What follows belongs to an exercise in optimizing a design on an open flow for a short achievable clock period and few clock cycles per item; a production flow would make more cautious choices.
Function was checked by simulation only, so behaviour that the tests miss may differ from the original.
The flow treats the clock pin as an ideal source. Dropping or thinning the clock tree relies on that and would not hold on a real chip.

Setup of oak:
## fm_frontend_top
module fm_frontend_top (
    input  logic                 clock,
    input  logic                 i_rst_n,
    input  logic                 i_in_wr_en,
    input  fm_sample_pkg::byte_t i_in_din,
    output logic                 o_in_full,
    input  logic                 i_out_rd_en,
    output fm_sample_pkg::iq_t   o_out_iq,
    output logic                 o_out_empty
);
For scale: ~1,900 flip-flops, ~78 I/O pins, about 93,000 µm² of cells after synthesis.
export LEC_CHECK = 0
export CAP_MARGIN = 20
export CORE_MARGIN = 2
export CORE_UTILIZATION = 40
export SLEW_MARGIN = 20
create_clock -name core_clock -period 12.0 [get_ports {clock}]
standard.sh (not shown) runs the stock make flow with config.mk's settings and CLKGATE_MAP_FILE= SYNTH_SCRIPT=/design/flow/synth_recipe.tcl, a recipe that flattens the netlist after the stock synthesis.
==> flow/flow/run.sh <==
#!/bin/bash
# Standard synthesis and layout (the standard.sh), with:
#  - repair_timing asked for extra setup slack, port buffers made plain
#    buffers, and other ORFS knobs listed in knobs.txt;
#  - after clock tree synthesis, custom_cts.tcl rebuilds the clock tree as
#    port -> 4 mid inverters -> leaf inverting buffers -> flip-flops,
#    after place_out_regs.tcl has put each output register and port buffer
#    next to its pin.
# The whole ORFS output goes to standard_flow.log in the work folder.
set -euo pipefail
here="$(cd "$(dirname "${BASH_SOURCE[0]}")" && pwd)"
mapfile -t knobs < <(grep -v '^#' "$here/knobs.txt" | grep -v '^ *$')
bash standard.sh "${knobs[@]}" "POST_CTS_TCL=$here/custom_cts.tcl" finish > standard_flow.log 2>&1
==> flow/flow/place_out_regs.tcl <==
# Sourced by custom_cts.tcl before it builds the clock tree: put each output
# port's buffer at its pin, and the flip-flop that drives only that buffer
# right beside it (one cell further towards the core centre), so that the
# register-to-output paths have short wires. custom_cts.tcl then legalises
# the placement.

proc por_log {msg} { puts "place_out_regs: $msg" }

set por_block [ord::get_db_block]
set ::por_core [$por_block getCoreArea]
set por_moved 0

proc por_clamp {v lo hi} { return [expr {max($lo, min($v, $hi))}] }

# Place inst with its centre as close to (x, y) as the core allows.
proc por_put {inst x y} {
  set m [$inst getMaster]
  set w [$m getWidth]
  set h [$m getHeight]
  set lx [por_clamp [expr {int($x - $w / 2)}] [$::por_core xMin] [expr {[$::por_core xMax] - $w}]]
  set ly [por_clamp [expr {int($y - $h / 2)}] [$::por_core yMin] [expr {[$::por_core yMax] - $h}]]
  $inst setLocation $lx $ly
  $inst setPlacementStatus PLACED
}

foreach bterm [$por_block getBTerms] {
  if {[$bterm getIoType] ne "OUTPUT"} { continue }
  set net [$bterm getNet]
  if {$net eq "NULL"} { continue }
  set iterms [$net getITerms]
  if {[llength $iterms] != 1} { continue }
  set buf [[lindex $iterms 0] getInst]
  set pb [$bterm getBBox]
  por_put $buf [expr {([$pb xMin] + [$pb xMax]) / 2}] [expr {([$pb yMin] + [$pb yMax]) / 2}]
  set bb [$buf getBBox]
  set bx [expr {([$bb xMin] + [$bb xMax]) / 2}]
  set by [expr {([$bb yMin] + [$bb yMax]) / 2}]
  # the buffer's driver, if it is a flip-flop that drives nothing else
  set drv ""
  foreach it [$buf getITerms] {
    if {[$it isInputSignal] && [$it getNet] ne "NULL"} {
      set loads 0
      foreach it2 [[$it getNet] getITerms] {
        if {[$it2 isOutputSignal]} { set drv [$it2 getInst] } else { incr loads }
      }
      if {$loads != 1} { set drv "" }
    }
  }
  if {$drv ne "" && [[$drv getMaster] isSequential]} {
    set cx [expr {([$::por_core xMin] + [$::por_core xMax]) / 2}]
    set cy [expr {([$::por_core yMin] + [$::por_core yMax]) / 2}]
    set dx [expr {$cx - $bx}]
    set dy [expr {$cy - $by}]
    set ox [expr {abs($dx) > abs($dy) ? ($dx > 0 ? 8000 : -8000) : 0}]
    set oy [expr {abs($dx) > abs($dy) ? 0 : ($dy > 0 ? 2720 : -2720)}]
    por_put $drv [expr {$bx + $ox}] [expr {$by + $oy}]
    incr por_moved
  }
}
por_log "moved $por_moved output flip-flops next to their port buffers"
Other scripts of this flow, unchanged in this note and not shown: flow/flow/custom_cts.tcl, flow/flow/knobs.txt
Every stage of the flow completed for oak, and the final layout passed the timing, design-rule and antenna checks.
Testbench counts of oak, summed over its fixed seeds: cycles 8,224, items 2,048.
For pine, these inputs were changed with respect to oak:
diff --git a/flow/flow/place_out_regs.tcl b/flow/flow/place_out_regs.tcl
--- a/flow/flow/place_out_regs.tcl
+++ b/flow/flow/place_out_regs.tcl
@@ -10 +10 @@
-set ::por_core [$por_block getCoreArea]
+set por_core [$por_block getCoreArea]
@@ -16,0 +17 @@
+  global por_core
@@ -20,2 +21,2 @@
-  set lx [por_clamp [expr {int($x - $w / 2)}] [$::por_core xMin] [expr {[$::por_core xMax] - $w}]]
-  set ly [por_clamp [expr {int($y - $h / 2)}] [$::por_core yMin] [expr {[$::por_core yMax] - $h}]]
+  set lx [por_clamp [expr {int($x - $w / 2)}] [$por_core xMin] [expr {[$por_core xMax] - $w}]]
+  set ly [por_clamp [expr {int($y - $h / 2)}] [$por_core yMin] [expr {[$por_core yMax] - $h}]]
@@ -50,2 +51,2 @@
-    set cx [expr {([$::por_core xMin] + [$::por_core xMax]) / 2}]
-    set cy [expr {([$::por_core yMin] + [$::por_core yMax]) / 2}]
+    set cx [expr {([$por_core xMin] + [$por_core xMax]) / 2}]
+    set cy [expr {([$por_core yMin] + [$por_core yMax]) / 2}]
==> comparison <==
Looking at the logs for oak and pine, the single run that did not finish was pine. Status: pine FAILED at clock tree synthesis (4_1_cts) (tool error). Reported for oak and pine, number of unique standard cell types used by synthesis turned out identical to the last digit. Diff oak -> pine: chip height ~0 delta, number of synthesized flops with an enable pin ~0 delta, area fraction in and, or, nand and nor cells after synthesis ~0 delta, synthesized cell area ~0 delta, placement-stage worst setup slack ~0 delta. Reported for oak and pine, number of instances in the synthesized netlist turned out identical to the last digit.
In oak the design's own scripts or RTL, not TritonCTS, make the clock network.

---

Setup of v6:
Another version of the RTL of fm_frontend_top (not shown whole).
Size in the first run: about 1900 flip-flops, roughly 78 I/O pins, roughly 90000 sq um of cells after synthesis.
Settings: LEC_CHECK=0, CAP_MARGIN=20, CORE_MARGIN=2, CORE_UTILIZATION=40, SLEW_MARGIN=20; clock period 12.0 ns.
==> flow/flow/run.sh <==
#!/bin/bash
# Standard synthesis and layout, with repair_timing asked for extra setup
# slack and the port buffers made plain buffers. Knobs are in knobs.txt.
set -euo pipefail
here="$(cd "$(dirname "${BASH_SOURCE[0]}")" && pwd)"
mapfile -t knobs < <(grep -v '^#' "$here/knobs.txt" | grep -v '^ *$')
bash standard.sh "${knobs[@]}" finish > standard_flow.log 2>&1
==> flow/flow/knobs.txt <==
SETUP_SLACK_MARGIN=8.8
TNS_END_PERCENT=100
BUFFER_PORTS_ARGS=-buffer_cell sky130_fd_sc_hd__buf_4
CORE_UTILIZATION=60
PLACE_DENSITY=0.72
v6 was carried through to the last stage, and its layout satisfied the timing, design-rule and antenna checks.
Testbench counts of v6, summed over its fixed seeds: cycles 8,224, items 2,048.
Edits applied to the flow inputs when going from v6 to v7:
-- flow/flow/knobs.txt --
<<< v6, line 4
CORE_UTILIZATION=60
PLACE_DENSITY=0.72
>>> v7, line 4
## What came out
Compared with v6, v7 shows per-cell via count in the routed design that has gone down by more than 10%. As far as total number of clock tree sinks goes, v7 and v6 are indistinguishable; the numbers are identical. v7 against v6: final weighted congestion of routability-driven global placement lower; area after synthesis now sits at about the same level; final cell area excluding filler cells saw an increase. Wire: v7 routes more than v6. Of v7 and v6, v7 shows the higher minimum clock period after layout, with v6 below it.

-- re-timing with driven ports --
The results above use ideal ports. As a check the final layouts listed here were re-extracted and re-timed, cells and wires unchanged. Step 1 (the two cells are an assumption about what drives the block):
set clk [get_ports {clock}]
set_driving_cell -lib_cell sky130_fd_sc_hd__clkbuf_16 $clk
set_driving_cell -lib_cell sky130_fd_sc_hd__buf_2 [delete_from_list [all_inputs] $clk]
Step 2, shift: input delay + t, output delay - t, t = (earliest + latest rising clock arrival at the registers) / 2. This alone moves slack from input paths to output paths. Three values: ideal ports, drivers, drivers and shift; two values: the first two.
| run | t, ns | setup slack, ns | clock arrival spread, ns | slew at the worst register clock pin (ns) |
|---|---|---|---|---|
| oak | 0.643 | 8.782 / 8.497 / 8.451 | 0.042 / 0.045 | 0.10 / 0.10 |
| v6 | 0.885 | 8.117 / 8.040 / 7.934 | 0.047 / 0.047 | 0.07 / 0.07 |
| v7 | 0.912 | 8.099 / 8.013 / 8.012 | 0.050 / 0.051 | 0.07 / 0.07 |
After both steps every run listed still meets setup and hold. The setup slack of oak, which loses most, moves by -0.285 ns with the drivers and by -0.331 ns with both steps.
